This is an optimization exercise on Yosys and OpenROAD, whose aim is small area, a short achievable clock period and few clock cycles, not a production implementation. Only simulation tests tie the RTL to the original design; equivalence was not proved. Power figures rest on the tool's default switching activity, not on a simulated workload.

`config.mk`:
```
export PLATFORM = sky130hd
export DESIGN_NAME = data_mem_responder
export DESIGN_NICKNAME = data_mem_responder
export VERILOG_FILES = /design/flow/design.v
export SDC_FILE = /design/flow/constraint.sdc
export NUM_CORES = 4
export LEC_CHECK = 0
export CAP_MARGIN = 20
export CORE_MARGIN = 2
export CORE_UTILIZATION = 40
export SLEW_MARGIN = 20
```
`constraint.sdc`:
```
create_clock -name core_clock -period 5.0 [get_ports {clk}]
set_input_delay 1.0000 -clock core_clock [delete_from_list [all_inputs] [get_ports {clk}]]
set_output_delay 1.0000 -clock core_clock [all_outputs]
set_load 0.01 [all_outputs]
```
`design.v`:
```
module data_mem_responder #(
    parameter int DEPTH  = 64,
    parameter int RD_LAT = 2
) (
    input  logic        clk,
    input  logic        rst_n,
    input  logic        wem,
    input  logic        re,
    input  logic [31:0] address,
    input  logic [31:0] datain,
    output logic        busy,
    output logic        ack,
    output logic [31:0] rdata,
    output logic        rvalid,
    output logic        err
);
    localparam int AW = (DEPTH > 1) ? $clog2(DEPTH) : 1;
    localparam int CW = (RD_LAT > 1) ? $clog2(RD_LAT) : 1;
    typedef enum logic {
        IDLE,
        WAIT
    } state_t;
    state_t        state;
    state_t        next_state;
    logic [31:0]   mem [DEPTH];
    logic [AW-1:0] idx;
    logic [AW-1:0] load_idx;
    logic [AW-1:0] next_load_idx;
    logic [CW-1:0] count;
    logic [CW-1:0] next_count;
    logic          legal;
    logic          store_go;
    logic          load_done;
    logic          next_busy;
    logic          next_ack;
    logic          next_rvalid;
    logic          next_err;
    assign idx   = address[AW+1:2];
    assign legal = (address[1:0] == 2'b00) && ((address >> (AW + 2)) == 32'd0);
    always_comb begin
        next_state    = state;
        next_count    = count;
        next_load_idx = load_idx;
        next_busy     = busy;
        next_ack      = 1'b0;
        next_rvalid   = 1'b0;
        next_err      = 1'b0;
        store_go      = 1'b0;
        load_done     = 1'b0;
        case (state)
            IDLE: begin
                if (wem && re) begin
                    next_err = 1'b1;
                end else if ((wem || re) && !legal) begin
                    next_err = 1'b1;
                end else if (wem) begin
                    store_go = 1'b1;
                    next_ack = 1'b1;
                end else if (re) begin
                    next_load_idx = idx;
                    next_count    = CW'(RD_LAT - 1);
                    next_busy     = 1'b1;
                    next_state    = WAIT;
                end
            end
            WAIT: begin
                if (count != '0) begin
                    next_count = count - 1'b1;
                end else begin
                    load_done   = 1'b1;
                    next_rvalid = 1'b1;
                    next_busy   = 1'b0;
                    next_state  = IDLE;
                end
            end
            default: next_state = IDLE;
        endcase
    end
    always_ff @(posedge clk) begin
        if (!rst_n) begin
            state    <= IDLE;
            busy     <= 1'b0;
            ack      <= 1'b0;
            rvalid   <= 1'b0;
            err      <= 1'b0;
            rdata    <= '0;
            count    <= '0;
            load_idx <= '0;
        end else begin
            state    <= next_state;
            busy     <= next_busy;
            ack      <= next_ack;
            rvalid   <= next_rvalid;
            err      <= next_err;
            count    <= next_count;
            load_idx <= next_load_idx;
            if (load_done) begin
                rdata <= mem[load_idx];
            end
        end
    end
    always_ff @(posedge clk) begin
        if (rst_n && store_go) begin
            mem[idx] <= datain;
        end
    end
endmodule
```
`run.sh`:
```
#!/bin/bash
# synth_recipe.tcl (not shown) runs the flow's synth.tcl, then flattens the netlist and writes it again
# the make line also repeats each setting of config.mk as NAME=value (left out here)
make -C /OpenROAD-flow-scripts/flow DESIGN_CONFIG=/design/flow/config.mk WORK_HOME=/design/flow/orfs CLKGATE_MAP_FILE= SYNTH_SCRIPT=/design/flow/synth_recipe.tcl finish
```
==> impl_summary.log <==
INFO  metric run_status = complete, no violations
INFO  metric pin_count = 104
INFO  metric core = 198,000 sq um
INFO  metric maxSlewViolCount = 0
INFO  metric drc_errors = 0
INFO  metric largest_net_degree_at_the_start_of_global_routing = 89
INFO  metric insertion_delay = 0.86 ns
INFO  metric hpwl_after_dpl = 132,000 um
INFO  metric worst_path_arrival_time = 3.99 ns
INFO  metric mostFrequentLayoutCell = edfxtp_1
INFO  metric cts_tree = yes
INFO  metric cts_buffer_depth = 3
INFO  metric port_buffers = 103
INFO  metric fin_crit_sh = 0.651
INFO  metric power.leakage = 27.4 nW
INFO  metric cp_slowest_stage_delay = 0.79 ns
INFO  metric max_cap_viol_count = 0
INFO  metric synth_cells = 3,456
INFO  metric postRouteAntennaNets = 0
INFO  metric cts.repair_timing.setup_buffer_count = 0
INFO  metric total_switching_power = 7.02 mW
INFO  metric first_pass_iters = 5
INFO  metric layout-area-overhead-vs-synth = 15.4%
INFO  metric syn-cell-area = 79,600 sq um
INFO  metric grt_setup_unrepaired = false
INFO  metric wire_length_of_the_first_global_routing_pass = 297,000 um
INFO  metric power.combinational.fraction = 0.012
INFO  metric final_hold_vios = 0
INFO  metric wl_per_cell = 31.8 um
INFO  metric criticalPathCategory = flop to flop
INFO  metric tritoncts.num_buffers = 206
INFO  metric power_report.internal_total = 27.6 mW
INFO  metric nNetsFinal = 3,853
INFO  metric grt_pass1_vias = 38,200
INFO  metric highest_count_cells_in_the_layout_ignoring_fill_and_taps = edfxtp_1, mux4_2, clkbuf_16
INFO  metric clock-sinks = 2,092
INFO  metric synth_top_flop_cell = edfxtp_1
INFO  metric globalRouteOverflowTotal = 0
INFO  metric seq_power_share = 0.555
INFO  metric syn-num-nets = 3,524
INFO  metric timing.fmax = 307 MHz
INFO  metric setup_violations = 0
INFO  metric floorplan.die.width = 450 um
INFO  metric synth_warn = 1
INFO  metric setup_clock_skew_after_layout = 0.0453 ns
INFO  metric layout-drive-gt1-share = 0.286
INFO  metric peakVddDrop = 0.000275 V
INFO  metric antenna_found_initial = 6
INFO  metric postRouteWirelength = 210,000 um
INFO  metric critical-path-slowest-cell = dfxtp_4
INFO  metric fin_tns_setup = 0 ns
INFO  metric placement.setup.worst_slack = 0.911 ns
INFO  metric final_worst_setup_slack = 1.74 ns
INFO  metric fin_total_pwr = 34.6 mW
INFO  metric clk_pin_slew_worst_paths = 0.06 ns
INFO  metric cp_cell_sequence = buf_12, mux4_2, mux2_2, nand2_1, nand4_1, a32o_1
INFO  metric fp.dieArea = 203,000 sq um
INFO  metric die_h = 450 um
INFO  metric power_per_cell_area = 377 nW/um^2
INFO  metric ctsRootBufferMaster = clkbuf_16
INFO  metric max_fo_critical_path = 88
INFO  metric synth-seq-cells = 2,092
INFO  metric synthArstFlopShare = 0
INFO  metric power_frac_clock = 0.432
INFO  metric gp_congestion = 0.840
INFO  metric grt_util_all_layers = 0.206
INFO  metric number_of_distinct_standard_cells_referenced_by_the_synthesized_netlist = 51
INFO  metric postSynthAreaPerCell = 23.0 sq um
INFO  metric min-delay-path-class = flop to flop
INFO  metric synth_enable_flop_cells = 2,048
INFO  metric critPathRequiredTime = 5.73 ns
INFO  metric place_area = 85,400 sq um
INFO  metric layout.filler_cells = 16,100
INFO  metric drt-vias-per-instance = 5.75
INFO  metric ctsHoldBuffers = 0
INFO  metric worst_tran_pin_value = 1.15 ns
INFO  metric final_critical_delay_including_setup_and_external_delays = 3.26 ns
INFO  metric final_area = 91,900 sq um
INFO  metric swShare = 0.203
INFO  metric seq_total_area_yosys = 0.784
INFO  metric detail_route.iter0.violations = 4,459
INFO  metric vias = 38,000
INFO  metric num_rows = 163
INFO  metric worstSetupStartpointType = flop
INFO  metric floorplan.initialDensity = 0.403
INFO  metric slew_headroom = 0.231
INFO  metric cts.repair.resized = 0
INFO  metric cp-end-kind = flop
INFO  metric cts_htree_levels = 4
[registers in the layout, indices dropped and copies added, names as in the netlist]
register	cells
busy	1
ack	1
count	1
rdata	32
err	1
mem	2048
load_idx	6
state	1
rvalid	1
[critical path, delay by kind of cell (launching register included)]
| family | cells | cell delay, ns |
|---|---|---|
| AOI/OAI and AO/OA | 1 | 0.36 |
| muxes | 2 | 0.91 |
| DFF | 1 | 0.79 |
| and+or+nand+nor | 2 | 0.35 |
| buffers and inverters | 1 | 0.53 |
[logic make-up (layout without fill, tap and decap cells)]
logic type      after synthesis  in the layout  share of synthesized area
simple gates                253            253                     0.0160
fa+ha+maj                     1              1                   0.000126
buf+inv                     188            692                     0.0121
compound gates              227            227                     0.0199
mux                         695            695                      0.168
flops                      2092           2092                      0.784
other cells                   0              2                          0
[metrics by stage]
step | cells | hold WS [ns] | utilization
2_1_floorplan | 3456 | 0.491 | -
3_3_place_gp | 6217 | 0.463 | 0.432
3_5_place_dp | 6217 | 0.480 | 0.432
4_1_cts | 6600 | 0.435 | 0.465
5_1_grt | 6600 | 0.470 | 0.465
6_report | 6602 | 0.485 | 0.465
[power groups by stage]
stage | registers, mW | logic (mW) | clock network (mW)
6_report | 19.2 | 0.432 | 15.0
3_5_place_dp | 19.6 | 0.439 | 0
2_1_floorplan | 19.6 | 0.0190 | 0
5_1_grt | 19.2 | 0.455 | 15.8
3_3_place_gp | 19.6 | 0.427 | 0
4_1_cts | 19.2 | 0.437 | 15.2
[cells in the mapped netlist (all sizes together), types with 26 or more instances]
library cell  number  area share
buf              120      0.0089
nor2              79      0.0037
clkbuf            62      0.0029
nand2             48      0.0023
a22oi             50      0.0047
dfxtp             44       0.011
nand3             36      0.0023
o22ai             41      0.0032
o21ai             26      0.0016
mux4             513        0.15
mux2i            163       0.020
nor2b             29      0.0023
edfxtp          2048        0.77
[path summary, 6_finish.rpt]
check | from | to | slack, ns | cells after the start
worst min register to register | rdata[27] | rdata[27] | 0.49 | 1
worst max-delay path | load_idx[0] | rdata[22] | 1.74 | 6
worst max register to register | load_idx[0] | rdata[22] | 1.74 | 6
worst min-delay path | rdata[27] | rdata[27] | 0.49 | 1
[metal layers]
layer	wire length, um	global-route usage	up-vias
met3	13100	0.0319	276
li1	-	-	15500
met5	21	0	-
met4	5820	0.0594	4
met2	105000	0.342	1452
met1	86200	0.284	20700
[area by class of cell]
class / count / area (sq um) / area share
multi-input combinational: 1176 / 16800 / 0.183
antenna: 2 / 5.00 / 0.0000545
clock inverter: 125 / 1090 / 0.0118
clock buffer: 258 / 5400 / 0.0588
tap: 2640 / 3300 / 0.0360
sequential: 2092 / 62400 / 0.679
timing repair buffer: 303 / 2870 / 0.0312
inverter: 6 / 23.8 / 0.000259
Testbench counts, summed over its fixed seeds: cycles 51,798.

## afterwards: timing with drivers on the ports
The results above use ideal ports. As a check the final layout listed here was re-extracted and re-timed, cells and wires unchanged. Step 1, drivers: a clkbuf_16 drives clk and a buf_2 each remaining input, both assumed. Step 2, shift: input delay + t, output delay - t, t = (earliest + latest rising clock arrival at the registers) / 2. This alone moves slack from input paths to output paths. Slacks: ideal ports / drivers / drivers and shift; pairs: ideal ports / drivers.
t, ns: 0.929
setup slack, ns: 1.743 / 1.673 / 0.910
latest minus earliest clock arrival (ns): 0.053 / 0.052
worst register clock-pin slew, ns: 0.07 / 0.07
After both steps this run still meets setup and hold. For this run, drivers alone change the setup slack by -0.070 ns; drivers and shift together by -0.833 ns.
